From an optimization exercise on the open Yosys and OpenROAD flow, aimed at small area, a short achievable clock period and few clock cycles per item; shortcuts taken in it are not production practice. RTL that was checked went through simulation tests only; none was proved equivalent to the original. No activity file was given, so power comes from the tool's default toggle rates.

the reference run:
==> flow/design.v (excerpt) <==
module radix_digit_converter_unit (
   input  wire logic        clock,
   input  wire logic        reset,
   input  wire logic        req_tvalid,
   output logic             req_tready,
   input  wire logic [31:0] req_tdata,    
   output logic             rsp_tvalid,
   input  wire logic        rsp_tready,
   output logic [7:0]       rsp_tdata,    
   output logic             rsp_tlast,    
   input  wire logic        csr_wr_en,
   input  wire logic [4:0]  csr_wr_data   
);
export LEC_CHECK = 0
export ABC_AREA = 1
export CAP_MARGIN = 20
export CORE_MARGIN = 2
export CORE_UTILIZATION = 60
export SLEW_MARGIN = 20
create_clock -name core_clock -period 12.0 [get_ports {clock}]
standard.sh (not shown) runs the stock make flow with config.mk's settings and CLKGATE_MAP_FILE= SYNTH_SCRIPT=/design/flow/synth_recipe.tcl, a recipe that flattens the netlist after the stock synthesis.
==> flow/flow/run.sh <==
#!/bin/bash
# Standard layout, with timing repair aiming well below the clock period
# (repair_timing treats any path with less than SETUP_SLACK_MARGIN ns of slack
# as failing) and a clock tree built without dummy loads.
set -euo pipefail
bash standard.sh synth > synth.log 2>&1
bash standard.sh SETUP_SLACK_MARGIN=8.5 \
   "CTS_ARGS=-sink_clustering_enable -repair_clock_nets -dont_use_dummy_load -buf_list sky130_fd_sc_hd__clkbuf_8" \
   finish > layout.log 2>&1
The reference run completed every stage of the flow, and the final layout passed the timing, DRC and antenna checks.
Testbench counts of the reference run, summed over its fixed seeds: cycles 25,734, digits 21,042.
The following lists how the trial run was set up differently from the reference run:
- CORE_UTILIZATION: 60 -> 70
--- a/flow/flow/run.sh
+++ b/flow/flow/run.sh
@@ -6,4 +6,4 @@
 bash standard.sh synth > synth.log 2>&1
 bash standard.sh SETUP_SLACK_MARGIN=8.5 \
-   "CTS_ARGS=-sink_clustering_enable -repair_clock_nets -dont_use_dummy_load -buf_list sky130_fd_sc_hd__clkbuf_8" \
+   "CTS_ARGS=-sink_clustering_enable -repair_clock_nets -dont_use_dummy_load" \
    finish > layout.log 2>&1
==> run summary <==
The trial run ends up with a total routed wirelength that is about 0.64% lower than in the reference run. The reference run and the trial run ended up with nearly the same fraction of area in multi-input gates. Diff the reference run -> the trial run | post-route core utilization | increase of 10 points. Looking at internal power, the trial run sits 3.1% higher than the reference run does.

Another version of the RTL of radix_digit_converter_unit (not shown whole).
Size in the first run: about 53 I/O pins, about 0.017 mm^2 of cells after synthesis.
==> flow/design.v (excerpt) <==
module radix_digit_converter_unit (
   input  wire logic        clock,
   input  wire logic        reset,
   input  wire logic        req_tvalid,
   output logic             req_tready,
   input  wire logic [31:0] req_tdata,    
   output logic             rsp_tvalid,
   input  wire logic        rsp_tready,
   output logic [7:0]       rsp_tdata,    
   output logic             rsp_tlast,    
   input  wire logic        csr_wr_en,
   input  wire logic [4:0]  csr_wr_data   
);
   function automatic logic [3:0] add3(input logic [3:0] d);
      add3[3] = d[3] | (d[2] & d[0]) | (d[2] & d[1]);
      add3[2] = (d[3] & d[0]) | (d[2] & ~d[1] & ~d[0]);
      add3[1] = (d[3] & ~d[0]) | (d[1] & d[0]) | (~d[2] & d[1]);
      add3[0] = (d[3] & ~d[0]) | (d[2] & d[1] & ~d[0]) | (~d[3] & ~d[2] & d[0]);
   endfunction
   function automatic logic [1:0] lead(input logic [3:0] c, input logic [1:0] ty);
      case (ty)
         TY_BIN:  lead = c[3] ? 2'd3 : c[2] ? 2'd2 : c[1] ? 2'd1 : 2'd0;
         TY_QUAT: lead = (c[3:2] != 2'd0) ? 2'd1 : 2'd0;
         TY_TERN: lead = (c >= 4'd3) ? 2'd1 : 2'd0;
         default: lead = 2'd0;
      endcase
   endfunction
  ...
Settings: LEC_CHECK=0, ABC_AREA=1, CAP_MARGIN=20, CORE_MARGIN=2, CORE_UTILIZATION=40, SLEW_MARGIN=20; clock period 12.0 ns.
==> flow/flow/run.sh <==
#!/bin/bash
# Standard layout, with timing repair aiming well below the clock period:
# repair_timing treats any path with less than SETUP_SLACK_MARGIN ns of slack as failing.
set -euo pipefail
bash standard.sh synth > synth.log 2>&1
bash standard.sh SETUP_SLACK_MARGIN=8.5 finish > layout.log 2>&1
Edit:
==> flow/flow/run.sh (replaced) <==
#!/bin/bash
# Standard layout, with timing repair aiming well below the clock period
# (repair_timing treats any path with less than SETUP_SLACK_MARGIN ns of slack
# as failing) and a clock tree built without dummy loads.
set -euo pipefail
bash standard.sh synth > synth.log 2>&1
bash standard.sh SETUP_SLACK_MARGIN=8.5 \
   "CTS_ARGS=-sink_clustering_enable -repair_clock_nets -dont_use_dummy_load" \
   finish > layout.log 2>&1
CTS_BUF_LIST = sky130_fd_sc_hd__clkbuf_8   (was unset)
The changed run went through all stages and came out clean.
Worst hold slack is about the same.
Design area drops slightly.
Clock skew climbs by 0.014 ns.
Utilization went down by 0.66 points.
Via count barely changes.
Power drops by a few percent.
Edit:
==> flow/flow/run.sh (replaced) <==
#!/bin/bash
# Standard layout, with timing repair aiming well below the clock period:
# repair_timing treats any path with less than SETUP_SLACK_MARGIN ns of slack as failing.
set -euo pipefail
bash standard.sh synth > synth.log 2>&1
bash standard.sh SETUP_SLACK_MARGIN=8.5 finish > layout.log 2>&1
CORE_UTILIZATION = 60   (was 40)
CTS_BUF_LIST = unset   (was sky130_fd_sc_hd__clkbuf_8)
Routed wire length decreases by 4.0%.
Sequential power hardly moves.
Non-clock buffer count decreases by 7.
Edit:
--- a/flow/flow/run.sh
+++ b/flow/flow/run.sh
@@ -4,3 +4,3 @@
 set -euo pipefail
 bash standard.sh synth > synth.log 2>&1
-bash standard.sh SETUP_SLACK_MARGIN=8.5 finish > layout.log 2>&1
+bash standard.sh SETUP_SLACK_MARGIN=8.3 finish > layout.log 2>&1
CORE_UTILIZATION = 40   (was 60)
After rerunning: Sequential power barely changes. Critical path depth went down by 13. Worst hold slack is better by 0.0074 ns. Worst setup slack is worse by 0.16 ns. Power rose by about 3.3%. Global-route usage shrinks by 11 points. Fmax fell by 4.5%. Utilization fell by 21 points. First-iteration DRC count goes down by about 27%. Cell area increases by about 1.8%. Sequential share of layout area drops by 0.58 points.
No functional check of the RTL was part of any run of this note.

[static timing again, ports no longer ideal]
The results above use ideal ports. As a check the final layouts listed here were re-extracted and re-timed, cells and wires unchanged.
Step 1 assumes that a clkbuf_16 drives the clock port and a buf_2 every other input.
Step 2 times the ports against the registers' clock, not the clock port: input delays grow and output delays shrink by t, the midpoint of the rising clock arrivals with the driver on.
Three values: ideal, step 1, step 2; two values: the first two.
| run | shift t [ns] | slack for setup (ns) | worst register clock-pin slew, ns | cell pins on the clock port's net |
|---|---|---|---|---|
| the reference run | 0.559 | 8.540 / 8.492 / 8.052 | 0.06 / 0.06 | 1 |
| the trial run | 0.562 | 8.531 / 8.481 / 8.079 | 0.06 / 0.06 | 1 |
| the first run of note 2 | 0.605 | 8.495 / 8.483 / 8.011 | 0.07 / 0.07 | 1 |
| the second run of note 2 | 0.595 | 8.549 / 8.496 / 8.004 | 0.06 / 0.06 | 1 |
| the third run of note 2 | 0.577 | 8.557 / 8.530 / 8.153 | 0.07 / 0.07 | 1 |
| the fourth run of note 2 | 0.607 | 8.394 / 8.338 / 7.913 | 0.07 / 0.07 | 1 |
After both steps setup and hold are still met in every run listed. The setup slack of the second run of note 2, which loses most, moves by -0.053 ns with the drivers and by -0.545 ns with both steps.
